Context: an optimization exercise on an open-source flow, tuned for small area, a short achievable clock period and few clock cycles per item. The choices shown serve that exercise and are no tape-out recipe.
Only simulation tests tie the RTL to the original design; equivalence was not proved.

[design/flow/run.sh]
#!/bin/bash
# synth_recipe.tcl (not shown) runs the flow's synth.tcl, then flattens the netlist and writes it again
# the make line also repeats each setting of config.mk as NAME=value (left out here)
make -C /OpenROAD-flow-scripts/flow DESIGN_CONFIG=/design/flow/config.mk WORK_HOME=/design/flow/orfs CLKGATE_MAP_FILE= SYNTH_SCRIPT=/design/flow/synth_recipe.tcl finish
[design/flow/config.mk]
export PLATFORM = sky130hd
export DESIGN_NAME = iq_corr_accum
export DESIGN_NICKNAME = iq_corr_accum
export VERILOG_FILES = /design/flow/design.v
export SDC_FILE = /design/flow/constraint.sdc
export NUM_CORES = 4
export LEC_CHECK = 0
export CAP_MARGIN = 20
export CORE_MARGIN = 2
export CORE_UTILIZATION = 40
export SLEW_MARGIN = 20
[design/flow/constraint.sdc]
create_clock -name core_clock -period 8.5 [get_ports {clk}]
set_input_delay 1.7000 -clock core_clock [delete_from_list [all_inputs] [get_ports {clk}]]
set_output_delay 1.7000 -clock core_clock [all_outputs]
set_load 0.01 [all_outputs]
[design/flow/design.v]
package iq_corr_pkg;
    typedef logic signed [15:0] iq_t;
    typedef struct packed {
        iq_t i;
        iq_t q;
    } cplx_t;
    typedef logic signed [32:0] prod_t;
    typedef logic signed [63:0] weight_t;
    typedef struct packed {
        weight_t i;
        weight_t q;
    } wpair_t;
    typedef enum logic {
        EMPTY = 1'b0,
        FULL  = 1'b1
    } slot_state_t;
    function automatic logic signed [63:0] widen(input logic signed [32:0] p);
        widen = {{31{p[32]}}, p};
    endfunction
    function automatic logic signed [63:0] norm_mean(input logic signed [63:0] s, input int unsigned sh);
        logic signed [63:0] rnd;
        rnd = (sh == 0) ? '0 : (64'sd1 <<< (sh - 1));
        norm_mean = (s + rnd) >>> sh;
    endfunction
endpackage
module cmac_conj
(
    input  logic  clk,
    input  logic  rst_n,
    input  logic  i_en,
    input  logic  i_hold,
    input  iq_corr_pkg::cplx_t i_x,
    input  iq_corr_pkg::cplx_t i_r,
    output iq_corr_pkg::prod_t o_re,
    output iq_corr_pkg::prod_t o_im
);
    iq_corr_pkg::cplx_t r_x;
    iq_corr_pkg::cplx_t r_r;
    iq_corr_pkg::prod_t r_re;
    iq_corr_pkg::prod_t r_im;
    iq_corr_pkg::prod_t w_re;
    iq_corr_pkg::prod_t w_im;
    always_ff @(posedge clk or negedge rst_n) begin
        if (!rst_n) begin
            r_x <= '0;
            r_r <= '0;
        end else if (i_en) begin
            r_x <= i_x;
            r_r <= i_r;
        end
    end
    iq_corr_pkg::prod_t w_xi, w_xq, w_ri, w_rq;
    assign w_xi = {{17{r_x.i[15]}}, r_x.i};
    assign w_xq = {{17{r_x.q[15]}}, r_x.q};
    assign w_ri = {{17{r_r.i[15]}}, r_r.i};
    assign w_rq = {{17{r_r.q[15]}}, r_r.q};
    assign w_re = w_xi * w_ri + w_xq * w_rq;
    assign w_im = w_xq * w_ri - w_xi * w_rq;
    always_ff @(posedge clk or negedge rst_n) begin
        if (!rst_n) begin
            r_re <= '0;
            r_im <= '0;
        end else if (!i_hold) begin
            r_re <= w_re;
            r_im <= w_im;
        end
    end
    assign o_re = r_re;
    assign o_im = r_im;
endmodule
module iq_corr_accum
#(
    parameter int LOG2_N = 4
) (
    input  logic               clk,
    input  logic               rst_n,
    input  logic               clr,
    input  logic               s_valid,
    output logic               s_ready,
    input  logic signed [15:0] s_xi,
    input  logic signed [15:0] s_xq,
    input  logic signed [15:0] s_ri,
    input  logic signed [15:0] s_rq,
    output logic               m_valid,
    input  logic               m_ready,
    output logic signed [63:0] m_wi,
    output logic signed [63:0] m_wq,
    output iq_corr_pkg::slot_state_t o_dbg_slot
);
    localparam int CNT_W = (LOG2_N == 0) ? 1 : LOG2_N;
    localparam logic [CNT_W-1:0] CNT_LAST = CNT_W'((1 << LOG2_N) - 1);
    logic [CNT_W-1:0] r_cnt;
    logic             r_v0, r_f0, r_l0;
    logic             r_p_valid, r_p_first, r_p_last;
    iq_corr_pkg::wpair_t           r_acc;
    iq_corr_pkg::wpair_t           r_slot;
    iq_corr_pkg::slot_state_t      r_state;
    iq_corr_pkg::slot_state_t      w_state_nxt;
    logic   w_stall;
    logic   w_accept;
    logic   w_first;
    logic   w_last;
    logic   w_consume;
    logic   w_write;
    iq_corr_pkg::cplx_t  w_x;
    iq_corr_pkg::cplx_t  w_r;
    iq_corr_pkg::prod_t  w_p_re;
    iq_corr_pkg::prod_t  w_p_im;
    iq_corr_pkg::wpair_t w_p;
    iq_corr_pkg::wpair_t w_sum;
    iq_corr_pkg::wpair_t w_out;
    assign w_x = {s_xi, s_xq};
    assign w_r = {s_ri, s_rq};
    assign w_stall  = r_p_valid & r_p_last & (r_state == iq_corr_pkg::FULL) & ~m_ready;
    assign s_ready  = ~w_stall & ~clr;
    assign w_accept = s_valid & s_ready;
    assign w_first  = (r_cnt == '0);
    assign w_last   = (r_cnt == CNT_LAST);
    always_ff @(posedge clk or negedge rst_n) begin
        if (!rst_n) begin
            r_cnt <= '0;
        end else if (clr) begin
            r_cnt <= '0;
        end else if (w_accept) begin
            r_cnt <= w_last ? '0 : r_cnt + 1'b1;
        end
    end
    cmac_conj u_cmac (
        .clk    (clk),
        .rst_n  (rst_n),
        .i_en   (w_accept),
        .i_hold (w_stall),
        .i_x    (w_x),
        .i_r    (w_r),
        .o_re   (w_p_re),
        .o_im   (w_p_im)
    );
    always_ff @(posedge clk or negedge rst_n) begin
        if (!rst_n) begin
            r_v0      <= 1'b0;
            r_f0      <= 1'b0;
            r_l0      <= 1'b0;
            r_p_valid <= 1'b0;
            r_p_first <= 1'b0;
            r_p_last  <= 1'b0;
        end else if (clr) begin
            r_v0      <= 1'b0;
            r_p_valid <= 1'b0;
        end else if (!w_stall) begin
            r_v0      <= w_accept;
            r_f0      <= w_first;
            r_l0      <= w_last;
            r_p_valid <= r_v0;
            r_p_first <= r_f0;
            r_p_last  <= r_l0;
        end
    end
    assign w_p.i     = iq_corr_pkg::widen(w_p_re);
    assign w_p.q     = iq_corr_pkg::widen(w_p_im);
    assign w_sum.i   = r_p_first ? w_p.i : r_acc.i + w_p.i;
    assign w_sum.q   = r_p_first ? w_p.q : r_acc.q + w_p.q;
    assign w_consume = r_p_valid & ~w_stall;
    assign w_write   = w_consume & r_p_last;
    assign w_out = w_sum;
    always_ff @(posedge clk or negedge rst_n) begin
        if (!rst_n) begin
            r_acc <= '0;
        end else if (w_consume) begin
            r_acc <= w_sum;
        end
    end
    always_comb begin
        w_state_nxt = r_state;
        case (r_state)
            iq_corr_pkg::EMPTY: if (w_write) w_state_nxt = iq_corr_pkg::FULL;
            iq_corr_pkg::FULL:  if (m_ready && !w_write) w_state_nxt = iq_corr_pkg::EMPTY;
            default: w_state_nxt = iq_corr_pkg::EMPTY;
        endcase
    end
    always_ff @(posedge clk or negedge rst_n) begin
        if (!rst_n) begin
            r_state <= iq_corr_pkg::EMPTY;
            r_slot  <= '0;
        end else begin
            r_state <= w_state_nxt;
            if (w_write) begin
                r_slot <= w_out;
            end
        end
    end
    assign m_valid    = (r_state == iq_corr_pkg::FULL);
    assign m_wi       = r_slot.i;
    assign m_wq       = r_slot.q;
    assign o_dbg_slot = r_state;
endmodule
==> summary.txt <==
-- through the flow --
| step | setup slack [ns] | hold WS, ns | TNS [ns] |
|---|---|---|---|
| after floorplan | 0.535 | 0.444 | 0 |
| after global placement | 0.248 | 0.456 | 0 |
| after detailed placement | 0.128 | 0.470 | 0 |
| after CTS | 0.0861 | 0.485 | 0 |
| after global routing | -0.00767 | 0.505 | -0.00789 |
| final | 0.348 | 0.476 | 0 |
-- logic make-up (layout without fill, tap and decap cells) --
group / count (synthesis) / count (layout)
XOR/XNOR: 305 / 305
flip-flops: 397 / 397
other: 0 / 2
AND/OR/NAND/NOR: 2102 / 2102
buffers and inverters: 1579 / 1722
AO/OA/AOI/OAI: 1242 / 1242
adder cells (fa/ha/maj): 1572 / 1572
multiplexers: 84 / 84
-- timing repair --
action / 4_1_cts / 5_1_grt
resized for setup: 0 / 53
setup buffers: 0 / 1
endpoints found under the setup margin: 0 / 16
-- routing by layer --
metal,part of all wire,vias up,track usage
met4,0.036,4,0.0713
li1,-,23192,-
met5,0.00012,-,0
met2,0.47,1278,0.380
met3,0.053,256,0.0281
met1,0.44,25324,0.318
-- worst max-delay path, delay by kind of cell (launching register included) --
family                     cells  cell delay [ns]
adders and majority gates      8             3.64
AOI/OAI and AO/OA             10             1.97
DFF                            1             0.42
buffers and inverters          3             0.37
xor gates and xnor gates       2             0.36
and+or+nand+nor                7             1.24
-- final timing paths --
kind	start	to	slack (ns)
max	u_cmac.r_r[4]	u_cmac.r_re[31]	0.35
min	r_slot[76]	r_slot[76]	0.48
max reg2reg	u_cmac.r_r[4]	u_cmac.r_re[31]	0.35
min reg2reg	r_slot[76]	r_slot[76]	0.48
max in group asynchronous	rst_n	u_cmac.r_im[28]	6.14
min in group asynchronous	rst_n	r_slot[126]	0.98
-- area by class of cell --
| class | count | share of cell area |
|---|---|---|
| flip-flops and latches | 397 | 0.139 |
| clock inverters | 25 | 0.00478 |
| clock buffers | 71 | 0.0208 |
| well taps | 2160 | 0.0377 |
| multi-input cells | 5305 | 0.682 |
| inverters | 1231 | 0.0644 |
| repair buffers | 395 | 0.0518 |
| diodes | 2 | 0.0000698 |
-- state kept, by name, summed over array words and instances, names as in the netlist --
name / flops
r_acc: 128
r_slot: 128
u_cmac.r_im: 33
u_cmac.r_re: 33
u_cmac.r_r: 32
u_cmac.r_x: 32
r_cnt: 4
r_f0: 1
r_l0: 1
r_p_first: 1
r_p_last: 1
r_p_valid: 1
r_state: 1
r_v0: 1
-- placed cells by master, fill, tap and decap left out, types with 107 or more instances in the layout --
master	instances
inv_1	1230
a21o_1	145
ha_1	520
xnor2_1	195
dfrtp_1	379
fa_1	1051
clkdlybuf4s50_1	198
and2_1	507
buf_4	170
nor2_1	275
a21oi_1	368
o21ai_0	391
xor2_1	107
nand2_1	977
==> impl_results.md <==
- Net count after synthesis: 8922
- Placed cell count: 9487
- Placed inst area: 69700 sq um
- Max-slew violations: 0
- Worst-path clk slew: 0.06 ns
- Die height: 406 microns
- Sequential share of the synthesized area: 0.154
- Vias in the first global route: 52194
- Yosys warns: 2
- Largest net degree at the start of global routing: 153
- Minimum clock period after layout: 8.15 ns
- Most common cell in the synthesized netlist: inv_1
- Achievable clock frequency: 123 MHz
- Main combinational cell family by area after synthesis: adder cells
- Total Die Area: 165000 sq um
- CTS Buffer Depth: 3
- Initial DRC count: 3182
- Worst-path maximum fanout: 24
- Synth Area in Compound Gates: 0.118
- Asr flop ratio synth: 1.00
- Num CTS Buffers: 53
- Max_slew headroom: 0.284
- Worst min-delay path class: register to register
- Post-synth EDFFs: 0
- Worst Setup End Kind: register
- # nets final: 9024
- # rows: 147
- Final ANT Viol Nets: 0
- Period utilization: 0.959
- Synthesis-to-finish area growth: 10.9%
- Post-Syn Area: 64700 sq um
- Root Driver: clkbuf_16
- Count of different cell masters after synthesis: 90
- Initial Util: 0.403
- CORE AREA: 161000 sq um
- Post-DP HPWL: 153000 microns
- Fin cells: 9586
- Wire per inst: 19.5 microns
- R2R cell count: 30
- H-Tree Depth: 2
- Largest stage delay on the critical path: 0.54 ns
- Fraction of layout cells with a size suffix above 1: 0.0606
- Worst Path Required: 9.01 ns
- Post-layout util: 0.447
- CP startpoint kind: register
- Final hold viol count: 0
- CTS tree: yes
- Die W: 406 microns
- Final GP Congestion: 0.912
- Cell mode on critical path: fa_1
- CP arrival: 8.66 ns
- Number of max-cap violations: 0
- Simple-gate share of the synthesized area: 0.154
- CTS Hold Bufs: 0
- Setup CP Type: register to register
- Gr ovfl total: 0
- First-pass GRT wire length: 298000 microns
- Top cells by count, synth: inv_1 (1230), fa_1 (1052), nand2_1 (979)
- Area occupied by multi-input gates: 48900 sq um
- Min-Delay Path Depth: 2
- IO buf count: 199
- Routed wire length: 186000 microns
- Mux contribution to synthesized area: 0.0144
- DRT Pass-1 Iters: 7
- Final setup fails: 0
- Post-synth top flop: dfrtp_1
- Seq cells post-synth: 397
- Fillers: 15754
- Syn Inst Count: 7281
- Slowest-stage cell, CP: fa_1
- Outcome: timing/DRC/antenna clean
- XOR/XNOR Fraction of Synth Area: 0.0413
- Tightest Pin Transition: 1.07 ns
- Post-Syn Area per Cell: 8.89 sq um
- Yosys top cell area share: 0.325
- Latest clock arrival within the worst-skew pair: 0.66 ns
- # DRC: 0
- Register Area: 9960 sq um
- Gr usage total: 0.231
- Initial antenna violation count: 5
- Clk_skew: 0.0493 ns
- Post-route cell area: 71700 sq um
- I/O pin count: 200
- Total number of vias: 50054
- Via/cell ratio: 5.22
- Total clock sinks: 397
- Largest area contributor in the netlist: fa_1
- Synth area leaders: fa_1 (33%), dfrtp_1 (15%), ha_1 (10%), inv_1 (7.1%), nand2_1 (5.7%)
- Post-synthesis adder-cell area fraction: 0.426
Testbench counts, summed over its fixed seeds: cycles 3,090, items 3,072.

re-timing with driven ports:
Ports are ideal in the flow. The routed layout listed here was re-timed in OpenROAD. Step 1 sets driving cells, clkbuf_16 on the clock port and buf_2 on the other inputs (assumed; they add their load-dependent delay and slew). Step 2, shift: input delay + t, output delay - t, t = (earliest + latest rising clock arrival at the registers) / 2. This alone moves slack from input paths to output paths. a / b / c = ideal / step 1 / step 2; a / b = the first two.
shift t [ns]: 0.721
setup WS [ns]: 0.348 / 0.348 / 0.348
hold slack, ns: 0.476 / 0.476 / 0.476
After both steps this run still meets setup and hold. For this run, drivers alone change the setup slack by 0.000 ns; drivers and shift together by 0.000 ns.
